Background: an optimization exercise with open tools, aiming at a short achievable clock period and few clock cycles per item. Do not read the settings as production practice.
The RTL was checked by simulation tests, not by an equivalence proof against the original design.

==> run a: inputs <==
## sensor_reading_band_statistics
module sensor_reading_band_statistics #(
    parameter int unsigned MAX_READINGS = 1024
) (
    input  wire logic               i_clk,
    input  wire logic               i_rst_n,
    input  wire logic               i_valid,
    output logic                    o_ready,
    input  wire logic signed [15:0] i_reading,
    input  wire logic               i_last,
    output logic                    o_valid,
    input  wire logic               i_ready,
    output logic [srbs_pkg::LIMIT_W-1:0] o_min_reading,
    output logic [srbs_pkg::LIMIT_W-1:0] o_max_reading,
    output logic [srbs_pkg::LIMIT_W-1:0] o_avg_reading,
    output logic [srbs_pkg::CNT_W-1:0]   o_valid_count,
    output logic [srbs_pkg::CNT_W-1:0]   o_skipped_count,
    output logic [srbs_pkg::CNT_W-1:0]   o_normal_count,
    output logic [srbs_pkg::CNT_W-1:0]   o_warning_count,
    output logic [srbs_pkg::CNT_W-1:0]   o_critical_count,
    output logic [srbs_pkg::CNT_W-1:0]   o_shutdown_count,
    output logic [srbs_pkg::POS_W-1:0]   o_first_alarm_index,
    output logic                    o_alarm_seen,
    output logic                    o_batch_empty,
    input  wire logic               psel,
    input  wire logic               penable,
    input  wire logic               pwrite,
    input  wire logic [3:0]         paddr,
    input  wire logic [31:0]        pwdata,
    output logic      [31:0]        prdata,
    output logic                    pready
);
==> flow/config.mk <==
export PLATFORM = sky130hd
export DESIGN_NAME = sensor_reading_band_statistics
export DESIGN_NICKNAME = sensor_reading_band_statistics
export VERILOG_FILES = /design/flow/design.v
export SDC_FILE = /design/flow/constraint.sdc
export NUM_CORES = 4
export LEC_CHECK = 0
export CAP_MARGIN = 20
export CORE_MARGIN = 2
export CORE_UTILIZATION = 60
export CTS_CLUSTER_DIAMETER = 100
export CTS_CLUSTER_SIZE = 28
export SETUP_SLACK_MARGIN = 3.7
export SLEW_MARGIN = 20
export TNS_END_PERCENT = 100
==> flow/constraint.sdc <==
create_clock -name core_clock -period 6.0 [get_ports {i_clk}]
set_input_delay 1.2000 -clock core_clock [delete_from_list [all_inputs] [get_ports {i_clk}]]
set_output_delay 1.2000 -clock core_clock [all_outputs]
set_load 0.01 [all_outputs]
run.sh (not shown) runs the stock make flow with config.mk's settings and CLKGATE_MAP_FILE= SYNTH_SCRIPT=/design/flow/synth_recipe.tcl, a recipe that flattens the netlist after the stock synthesis.
==> run b (differences from run a) <==
--- a/flow/design.v
+++ b/flow/design.v
@@ -115,17 +115,17 @@
     output logic                    pready
 );
     localparam int unsigned LW = srbs_pkg::LIMIT_W;   
     localparam int unsigned CW = srbs_pkg::CNT_W;     
     localparam int unsigned PW = srbs_pkg::POS_W;     
     localparam int unsigned SW = srbs_pkg::SUM_W;     
     localparam int unsigned QW = LW;        
     localparam int unsigned RW = CW - 1;    
-    localparam int unsigned QD    = 5;
+    localparam int unsigned QD    = 6;
     localparam int unsigned QPW   = 3;
     srbs_pkg::t_cfg cfg;
     srbs_regs u_regs (
         .i_clk   (i_clk),
         .i_rst_n (i_rst_n),
         .psel    (psel),
         .penable (penable),
         .pwrite  (pwrite),
==> impl_metrics.tcl <==
set metrics [dict create \
    dp_slack_ps 2060 \
    powerDensity_nw_per_um2 401 \
    grt_pass1_vias 55535 \
    synth_edf_count 1216 \
    clkLatencyLatePin_ps 730 \
    n_all_inverters 456 \
    utilization 0.675 \
    multi_input_area_share 0.362 \
    grt_max_degree 109 \
    top_regs "g_q.d_lo (126), q_sq (96)" \
    syn_to_final_growth_pct 11.8 \
    p_leak_nw 33.9 \
    status "finished clean" \
    cp.arrival_ps 1290 \
]
# the run above: run b

==> impl_metrics.tcl <==
set metrics [dict create \
    clkLatencyLatePin_ps 750 \
    cp.arrival_ps 1300 \
    cp_num_buf_inv 1 \
    synth_edf_count 1020 \
    status "finished clean" \
    synth_cell_types 80 \
    top_regs "g_q.d_lo (105), q_sq (80)" \
    p_leak_nw 29.4 \
    grt_max_degree 73 \
    syn_to_final_growth_pct 11.4 \
    largest_register "g_q.d_lo" \
    n_all_inverters 398 \
    dp_slack_ps 1990 \
    powerDensity_nw_per_um2 383 \
    grt_pass1_vias 47013 \
]
# the run above: run a

Testbench counts of run a, summed over its fixed seeds: cycles 12,618, batches 384.
Testbench counts of run b, summed over its fixed seeds: cycles 12,611, batches 384.

* * *

==> 12-18: inputs <==
sensor_reading_band_statistics, a different RTL version from the one above (not shown whole).
clock: 6.0 ns
lec_check: 0
cap_margin: 20
core_margin: 2
core_utilization: 50
setup_slack_margin: 4.0
slew_margin: 20
tns_end_percent: 100
==> 10-05 (differences from 12-18) <==
--- a/flow/design.v
+++ b/flow/design.v
@@ -135,21 +135,15 @@
         .pready  (pready),
         .o_cfg   (cfg)
     );
     logic          r_ready;
     logic          r0_v, r0_last;
     logic [15:0]   r0_rd;
-    always_ff @(posedge i_clk) begin
-        if (!i_rst_n) begin
-            r0_v <= 1'b0;
-        end else begin
-            r0_v <= i_valid && r_ready;
-        end
-        r0_last <= i_last;
-        r0_rd   <= i_reading;
-    end
+    assign r0_v    = i_valid && r_ready;
+    assign r0_last = i_last;
+    assign r0_rd   = i_reading;
     assign o_ready = r_ready;
     logic          r1_v, r1_last, r1_ok, r1_alarm;
     logic [LW-1:0] r1_val;
     logic [3:0]    r1_band;    
     logic [LW-1:0] c_val;
     logic          le_n, le_w, le_c;
Settings changed: CORE_UTILIZATION 50 to 60, CTS_CLUSTER_DIAMETER from default to 70, CTS_CLUSTER_SIZE from default to 34, SETUP_SLACK_MARGIN 4.0 to 3.7.
==> flow_summary.toml <==
[status]
status = "timing/DRC/antenna clean"

[power]
pg_clk_mw = 8.33
irDropWorstVdd_mv = 0.3091
p_clk_frac = 0.218
p_int_mw = 24.73
p_per_area_mw_per_mm2 = 418.3

[floorplan]
tapCellCount = 1768
coreArea_sq_mm = 0.1333
die_y_um = 370.3

[cts]
clk_pin_slew_ns = 0.10
cts.sinks = 1689

[synth]
synth-simple-area-share = 0.08746
seq_area_frac_synth = 0.5713
The numbers above come from 10-05.

==> flow_summary.toml <==
[status]
status = "timing/DRC/antenna clean"

[power]
pg_clk_mw = 11.4
irDropWorstVdd_mv = 0.3915
p_per_area_mw_per_mm2 = 432.1
p_int_mw = 29.62
p_clk_frac = 0.254
p_leak_nw = 39.13

[cts]
clk_pin_slew_ns = 0.06
cts_resized = 1647

[worst_setup_path]
worst-path-buf-inv = 1

[sta]
slew_headroom = 0.2529
tns_ns = 0
finalHoldViolCount = 0

[floorplan]
tapCellCount = 2160
coreArea_sq_mm = 0.1602

[detailed_routing]
num_vias = 62747

[placement]
place_area_sq_mm = 0.08449

[final_layout]
largest_class = "sequential cells"

[synth]
synth-simple-area-share = 0.08662
The numbers above come from 12-18.

Testbench counts of 12-18, summed over its fixed seeds: cycles 12,619, batches 384.
Testbench counts of 10-05, summed over its fixed seeds: cycles 12,611, batches 384.

## separate check: timing with driven ports
How much do the figures lean on ideal ports? The routed layouts below were timed once more, with nothing changed but the port constraints. Step 1: set_driving_cell puts a clkbuf_16 on i_clk and a buf_2 on each other input, an assumption about the parent block. Step 2 also shifts input and output timing later by t, the mid clock arrival at the registers, as if the neighbouring blocks saw the same clock. Slacks: no drivers / after step 1 / after step 2; pairs: no drivers / after step 1.
run | shift t [ns] | setup WS [ns] | worst register clock-pin slew, ns
run a | 0.806 | 3.496 / 3.425 / 3.004 | 0.12 / 0.12
run b | 0.790 | 3.506 / 3.428 / 2.997 | 0.12 / 0.12
12-18 | 0.926 | 3.415 / 3.316 / 3.014 | 0.07 / 0.07
10-05 | 0.828 | 3.495 / 3.413 / 2.842 | 0.12 / 0.12
After both steps every run listed still meets setup and hold. The setup slack of 10-05, which loses most, moves by -0.082 ns with the drivers and by -0.653 ns with both steps.
